From an optimization exercise on the open Yosys and OpenROAD flow, aimed at small area and a short achievable clock period; shortcuts taken in it are not production practice.
Function was checked by simulation only, so behaviour that the tests miss may differ from the original.
Power and IR drop assume default switching activity.

==> flow/design.v <==
module sd_dma_sink #(
   parameter int FIFO_DEPTH_LOG2  = 6,
   parameter int BLOCK_BYTES_LOG2 = 9
) (
   input  logic                     clk,
   input  logic                     reset_n,
   input  logic [31:0]              wb_adr_i,
   input  logic [31:0]              wb_dat_i,
   input  logic [3:0]               wb_sel_i,
   input  logic                     wb_we_i,
   input  logic                     wb_cyc_i,
   input  logic                     wb_stb_i,
   input  logic [2:0]               wb_cti_i,
   input  logic [1:0]               wb_bte_i,
   output logic                     wb_ack_o,
   output logic [31:0]              wb_dat_o,
   input  logic                     flush,
   output logic [7:0]               out_data,
   output logic                     out_valid,
   input  logic                     out_ready,
   output logic                     block_done,
   output logic [FIFO_DEPTH_LOG2:0] fifo_level,
   output logic                     overflow_err
);
   localparam int unsigned DEPTH = 1 << FIFO_DEPTH_LOG2;
   localparam int          LW    = FIFO_DEPTH_LOG2 + 1;
   localparam int          AW    = FIFO_DEPTH_LOG2;
   logic                        ack_q;      
   logic                        ovf_q;
   logic [LW-1:0]               level;
   logic [31:0]                 st_x;       
   logic                        st_we;      
   logic                        byp_q;      
   logic                        byp2_q;     
   logic [7:0]                  wlo, whi;   
   logic [7:0]                  whig;       
   logic [31:0]                 mem [DEPTH];
   logic [7:0]                  out_q;      
   logic [23:0]                 rem_q;      
   logic [1:0]                  idx_q;
   logic                        valid_q;
   logic [BLOCK_BYTES_LOG2-1:0] byte_cnt;
   logic                        done_q;
   logic req, take, push, accept, last_byte, pop, load;
   logic [31:0] head;
   assign req       = wb_cyc_i & wb_stb_i;
   assign take      = ~ack_q & req & ~level[LW-1] & ~flush;
   assign push      = take & wb_we_i & (wb_sel_i == 4'hF);
   assign accept    = valid_q & out_ready;
   assign last_byte = accept & (idx_q == 2'd3);
   assign pop       = ~flush & (level != '0) & (~valid_q | last_byte);
   assign load      = (level != '0) & (~valid_q | (out_ready & (idx_q == 2'd3)));
   logic unused_bus;
   assign unused_bus = ^{wb_adr_i, wb_cti_i, wb_bte_i};
   always_ff @(posedge clk or negedge reset_n) begin
      if (!reset_n) begin
         ack_q <= 1'b0;
         ovf_q <= 1'b0;
      end else begin
         ack_q <= take;
         if (take & wb_we_i & (wb_sel_i != 4'hF)) ovf_q <= 1'b1;
      end
   end
   assign wb_ack_o     = ack_q;
   assign wb_dat_o     = '0;
   assign overflow_err = ovf_q;
   logic [LW-1:0] level_d;
   logic [7:0]    whi_d;
   always_comb begin
      if (flush)                whi_d = 8'd1;
      else if (st_we & wlo[7])  whi_d = {whi[6:0], whi[7]};
      else                      whi_d = whi;
   end
   always_comb begin
      if (flush) level_d = '0;
      else case ({push, pop})
         2'b10:   level_d = level + 1'b1;
         2'b01:   level_d = level - 1'b1;
         default: level_d = level;
      endcase
   end
   always_ff @(posedge clk or negedge reset_n) begin
      if (!reset_n) begin
         level <= '0;
         wlo   <= 8'd1;
         whi   <= 8'd1;
         whig  <= 8'd1;
         st_we <= 1'b0;
         byp_q <= 1'b0;
         byp2_q <= 1'b0;
      end else begin
         byp2_q <= byp_q & ~pop & ~flush;
         st_we <= push;
         byp_q <= push & ((level == '0) | ((level == LW'(1)) & pop));
         level <= level_d;
         whig  <= whi_d & {8{~level[LW-1] | flush | pop}};
         whi   <= whi_d;
         if (flush)      wlo <= 8'd1;
         else if (st_we) wlo <= {wlo[6:0], wlo[7]};
      end
   end
   always_ff @(posedge clk) begin
      if (push) st_x <= wb_dat_i ^ {32{~ph}};
   end
   logic             ph;
   logic [DEPTH-1:0] wrow, rsel;
   logic [31:0]      col;
   logic [31:0]      rd_or [DEPTH+1];
   logic [31:0]      hd_q;      
   always_ff @(posedge clk or negedge reset_n) begin
      if (!reset_n) ph <= 1'b0;
      else          ph <= ~ph;
   end
   always_comb begin
      for (int i = 0; i < DEPTH; i++) begin
         wrow[i] = wlo[i % 8] & whig[i / 8];
      end
   end
   assign col = ~{32{st_we}} | st_x;
   always_ff @(posedge clk or negedge reset_n) begin
      if (!reset_n)   rsel <= DEPTH'(1);
      else if (flush) rsel <= DEPTH'(1);
      else if (pop)   rsel <= {rsel[DEPTH-2:0], rsel[DEPTH-1]};
   end
   assign rd_or[0] = '0;
   for (genvar i = 0; i < DEPTH; i++) begin : g_row
      always_ff @(posedge clk) begin
         mem[i] <= ~(({32{wrow[i]}} & col) | mem[i]);
      end
      assign rd_or[i+1] = rd_or[i] | (mem[i] & {32{rsel[i]}});
   end
   always_ff @(posedge clk) begin
      hd_q  <= rd_or[DEPTH];
   end
   assign head = ((byp_q | byp2_q) ? st_x : hd_q) ^ {32{~byp_q ^ ph}};
   assign fifo_level = level;
   always_ff @(posedge clk or negedge reset_n) begin
      if (!reset_n) begin
         idx_q   <= '0;
         valid_q <= 1'b0;
      end else if (flush) begin
         idx_q   <= '0;
         valid_q <= 1'b0;
      end else if (pop) begin
         idx_q   <= '0;
         valid_q <= 1'b1;
      end else if (accept) begin
         idx_q <= idx_q + 1'b1;
         if (idx_q == 2'd3) valid_q <= 1'b0;
      end
   end
   always_ff @(posedge clk) begin
      if (load) begin
         rem_q <= head[31:8];
      end else if (out_ready) begin
         rem_q[15:0]  <= rem_q[23:8];
      end
   end
   logic sel_ld, sel_sh, sel_hd;
   assign sel_ld = load;
   assign sel_sh = ~load & out_ready;
   assign sel_hd = ~load & ~out_ready;
   always_ff @(posedge clk) begin
      out_q <= (head[7:0] & {8{sel_ld}}) | (rem_q[7:0] & {8{sel_sh}}) |
               (out_q & {8{sel_hd}});
   end
   assign out_data  = out_q;
   assign out_valid = valid_q;
   always_ff @(posedge clk or negedge reset_n) begin
      if (!reset_n) begin
         byte_cnt <= '0;
         done_q   <= 1'b0;
      end else if (flush) begin
         byte_cnt <= '0;
         done_q   <= 1'b0;
      end else begin
         done_q <= accept & (byte_cnt == '1);
         if (accept) byte_cnt <= byte_cnt + 1'b1;
      end
   end
   assign block_done = done_q;
endmodule
Settings: LEC_CHECK=0, CAP_MARGIN=20, CORE_MARGIN=2, CORE_UTILIZATION=40, CTS_CLUSTER_DIAMETER=80, CTS_CLUSTER_SIZE=20, SETUP_SLACK_MARGIN=2.7, SLEW_MARGIN=20; clock period 5.0 ns.
standard.sh (not shown) runs the stock make flow with config.mk's settings and CLKGATE_MAP_FILE= SYNTH_SCRIPT=/design/flow/synth_recipe.tcl, a recipe that flattens the netlist after the stock synthesis.
==> flow/flow/run.sh <==
#!/bin/bash
set -e
cp standard.sh standard_sh_copy.log
export BUFFER_PORTS_ARGS="-buffer_cell sky130_fd_sc_hd__buf_4"
bash standard.sh > standard_flow.log 2>&1
The starting point went through all stages and came out clean.
Edit:
==> flow/run.sh (new file) <==
#!/bin/bash
# synth_recipe.tcl (not shown) runs the flow's synth.tcl, then flattens the netlist and writes it again
# the make line also repeats each setting of config.mk as NAME=value (left out here)
make -C /OpenROAD-flow-scripts/flow DESIGN_CONFIG=/design/flow/config.mk WORK_HOME=/design/flow/orfs CLKGATE_MAP_FILE= SYNTH_SCRIPT=/design/flow/synth_recipe.tcl finish
removed: flow/flow/run.sh
removed: flow/standard.sh
Effect: Fmax rose slightly. Cell count hardly moves. Die area is unchanged. Combinational power stays flat. Hold slack is better by 0.039 ns. Final area is lower slightly. Worst setup slack gets better by 0.019 ns. Wire length rises slightly. Via count goes up slightly. Clock power is about the same. Sequential cell count stays the same.

sd_dma_sink, a different RTL version from the one above (not shown whole).
For scale: roughly 7300 cells after synthesis, about 2400 flip-flops, ~130 I/O pins, roughly 0.076 mm^2 of cells after synthesis.
clock: 5.0 ns
lec_check: 0
cap_margin: 20
core_margin: 2
core_utilization: 65
cts_cluster_diameter: 90
cts_cluster_size: 25
setup_slack_margin: 2.7
slew_margin: 20
tns_end_percent: 20
==> flow/flow/run.sh <==
#!/bin/bash
# The standard layout (standard.sh) with two changes:
#  - the port buffers inserted during placement are sky130_fd_sc_hd__buf_4
#    (buffer_ports otherwise picks a delay cell on this platform);
#  - clock tree synthesis without dummy loads, sink clusters of at most 25
#    flip-flops within 90 um.
set -e
export BUFFER_PORTS_ARGS="-buffer_cell sky130_fd_sc_hd__buf_4"
export CTS_ARGS="-sink_clustering_enable -repair_clock_nets -sink_clustering_size 25 -sink_clustering_max_diameter 90 -dont_use_dummy_load"
bash standard.sh > standard_flow.log 2>&1
Change:
Settings changed: CORE_UTILIZATION 65 to 70, SETUP_SLACK_MARGIN 2.7 to 2.8, TNS_END_PERCENT 20 to unset.
After rerunning: The new run produced a clean layout. Die area went down by 7.1%. Routed wire length is about the same. Maximum frequency rises by 4.8%. Worst setup slack gets better by 110 ps. Design area climbs by 0.94%. Clock-buffer cell count is unchanged. Non-clock buffer count increases by 38. Combinational power grows by 32%. Utilization grows by 6.2 points. Sequential power is about the same. Sequential share of layout area shrinks by 0.50 points.
Change:
Settings changed: CORE_UTILIZATION 70 to 60, SETUP_SLACK_MARGIN 2.8 to 2.7.
After rerunning:
- final area goes down by 0.62%
- die area goes up by 16%
- power goes down by 2.9%
- first-iteration DRC count goes down by 12%
- setup slack loses 25 ps
- routed wire length goes up by 1.6%
- final cell count goes up by 2.6%
- sequential cell count does not change
- via count goes down by 2.8%
- area after synthesis does not change
Change:
Settings changed: CORE_UTILIZATION 60 to 50.
Effect:
- The changed run finished clean
- power rose slightly
- worst setup slack loses 7.0 ps
- final cell count rose by a few percent
- routed wire length rose by a few percent
- synthesized cell count is unchanged
- combinational power rose by a few percent
- design area rose slightly
- fmax hardly moves
- die area rose by about a fifth
- sequential cell count stays the same
- first-iteration DRC count fell by a few percent
Change:
Settings changed: CORE_UTILIZATION 50 to 60, SETUP_SLACK_MARGIN 2.7 to 2.85.
The changed run finished clean.
Synthesized cell count does not change.
Critical path depth is lower by 3.
Via count is higher by about 1.8%.
Core utilization is higher by 11 points.

Setup of run 2:
sd_dma_sink, a different RTL version from the one above (not shown whole).
Size in the first run: ~7000 cells after synthesis, roughly 130 I/O pins, about 0.076 mm² of cells after synthesis.
==> flow/design.v (excerpt) <==
module sd_dma_sink #(
   parameter int FIFO_DEPTH_LOG2  = 6,
   parameter int BLOCK_BYTES_LOG2 = 9
) (
   input  logic                     clk,
   input  logic                     reset_n,
   input  logic [31:0]              wb_adr_i,
   input  logic [31:0]              wb_dat_i,
   input  logic [3:0]               wb_sel_i,
   input  logic                     wb_we_i,
   input  logic                     wb_cyc_i,
   input  logic                     wb_stb_i,
   input  logic [2:0]               wb_cti_i,
   input  logic [1:0]               wb_bte_i,
   output logic                     wb_ack_o,
   output logic [31:0]              wb_dat_o,
   input  logic                     flush,
   output logic [7:0]               out_data,
   output logic                     out_valid,
   input  logic                     out_ready,
   output logic                     block_done,
   output logic [FIFO_DEPTH_LOG2:0] fifo_level,
   output logic                     overflow_err
);
clock: 5.0 ns
lec_check: 0
cap_margin: 20
core_margin: 2
core_utilization: 40
cts_cluster_diameter: 80
cts_cluster_size: 20
setup_slack_margin: 2.55
slew_margin: 20
==> flow/flow/run.sh <==
#!/bin/bash
# The standard layout (standard.sh) with two changes:
#  - the port buffers inserted during placement are sky130_fd_sc_hd__buf_4
#    (buffer_ports otherwise picks a delay cell on this platform);
#  - clock tree synthesis without dummy loads, sink clusters of at most 20
#    flip-flops within 80 um.
set -e
export BUFFER_PORTS_ARGS="-buffer_cell sky130_fd_sc_hd__buf_4"
export CTS_ARGS="-sink_clustering_enable -repair_clock_nets -sink_clustering_size 20 -sink_clustering_max_diameter 80 -dont_use_dummy_load"
bash standard.sh > standard_flow.log 2>&1
[inputs] run 5 vs run 2
- CTS_CLUSTER_SIZE: 20 -> 25
- CORE_UTILIZATION: 40 -> 50
- CTS_CLUSTER_DIAMETER: 80 -> 90
- SETUP_SLACK_MARGIN: 2.55 -> 2.7
==> flow/flow/run.sh <==
#!/bin/bash
# The standard layout (standard.sh) with two changes:
#  - the port buffers inserted during placement are sky130_fd_sc_hd__buf_4
#    (buffer_ports otherwise picks a delay cell on this platform);
#  - clock tree synthesis without dummy loads, sink clusters of at most 25
#    flip-flops within 90 um.
set -e
export BUFFER_PORTS_ARGS="-buffer_cell sky130_fd_sc_hd__buf_4"
export CTS_ARGS="-sink_clustering_enable -repair_clock_nets -sink_clustering_size 25 -sink_clustering_max_diameter 90 -dont_use_dummy_load"
bash standard.sh > standard_flow.log 2>&1
## What came out
Relative to run 2, the floorplan die area of run 5 is lower by 20%.
Of the two values seen for launch point of the worst path, rsel[33]$_DFFE_PN0P_ was produced by run 2 and rsel[15]$_DFFE_PN0P_ by run 5.
Final core utilization, run 2 and run 5, higher one = run 5.
Reported for run 2 and run 5, remaining global-route overflow turned out identical to the last digit.
In the flow results for run 2 and run 5, the vias after detailed routing is smaller on run 5.
Looking only at shortest clock period the worst path allows after layout, and setting everything else aside, the higher value of run 2 and run 5 goes to run 2.
Wire length per cell after detailed routing, run 2 and run 5: smaller value in run 2
Number of resized instances in the post-cts repair step (run 5 over run 2): increase, about 50%
[diff] worst setup slack, run 5 relative to run 2: improvement
Run 2 -> run 5: placement-stage cell area decreased slightly

-- separate check: timing with driven ports --
In the flow no input, the clock included, has a driving cell. The finished layouts below were timed again as built, in two steps.
Step 1 assumes that a clkbuf_16 drives the clock port and a buf_2 every other input.
Step 2 adds t to the input delays and takes it off the output delays; t is the mean of the earliest and latest rising clock arrival at the registers after step 1. Input paths then give back, and output paths get back, about the clock's delay inside the block.
a / b / c = no drivers / after step 1 / after step 2; a / b = the first two.
| run | shift t [ns] | setup slack, ns | latest minus earliest clock arrival (ns) | slew at the worst register clock pin (ns) | cell pins on the clock port's net |
|---|---|---|---|---|---|
| the first run of note 1 | 0.918 | 2.517 / 2.517 / 2.211 | 0.052 / 0.053 | 0.10 / 0.10 | 1 |
| the second run of note 1 | 0.899 | 2.536 / 2.534 / 1.887 | 0.040 / 0.040 | 0.09 / 0.09 | 1 |
| the first run of note 2 | 0.812 | 2.572 / 2.559 / 2.003 | 0.049 / 0.049 | 0.10 / 0.10 | 1 |
| the second run of note 2 | 0.816 | 2.683 / 2.602 / 2.006 | 0.051 / 0.051 | 0.10 / 0.10 | 1 |
| the third run of note 2 | 0.840 | 2.658 / 2.572 / 2.021 | 0.042 / 0.042 | 0.11 / 0.11 | 1 |
| the fourth run of note 2 | 0.836 | 2.651 / 2.590 / 1.947 | 0.049 / 0.050 | 0.10 / 0.10 | 1 |
| the fifth run of note 2 | 0.830 | 2.654 / 2.572 / 2.048 | 0.054 / 0.054 | 0.10 / 0.10 | 1 |
| run 2 | 0.911 | 2.487 / 2.470 / 2.015 | 0.080 / 0.080 | 0.09 / 0.09 | 1 |
| run 5 | 0.842 | 2.581 / 2.581 / 2.144 | 0.066 / 0.066 | 0.11 / 0.11 | 1 |
After both steps every run listed still meets setup and hold. For the fourth run of note 2, which loses most, drivers alone change the setup slack by -0.061 ns; drivers and shift together by -0.704 ns.
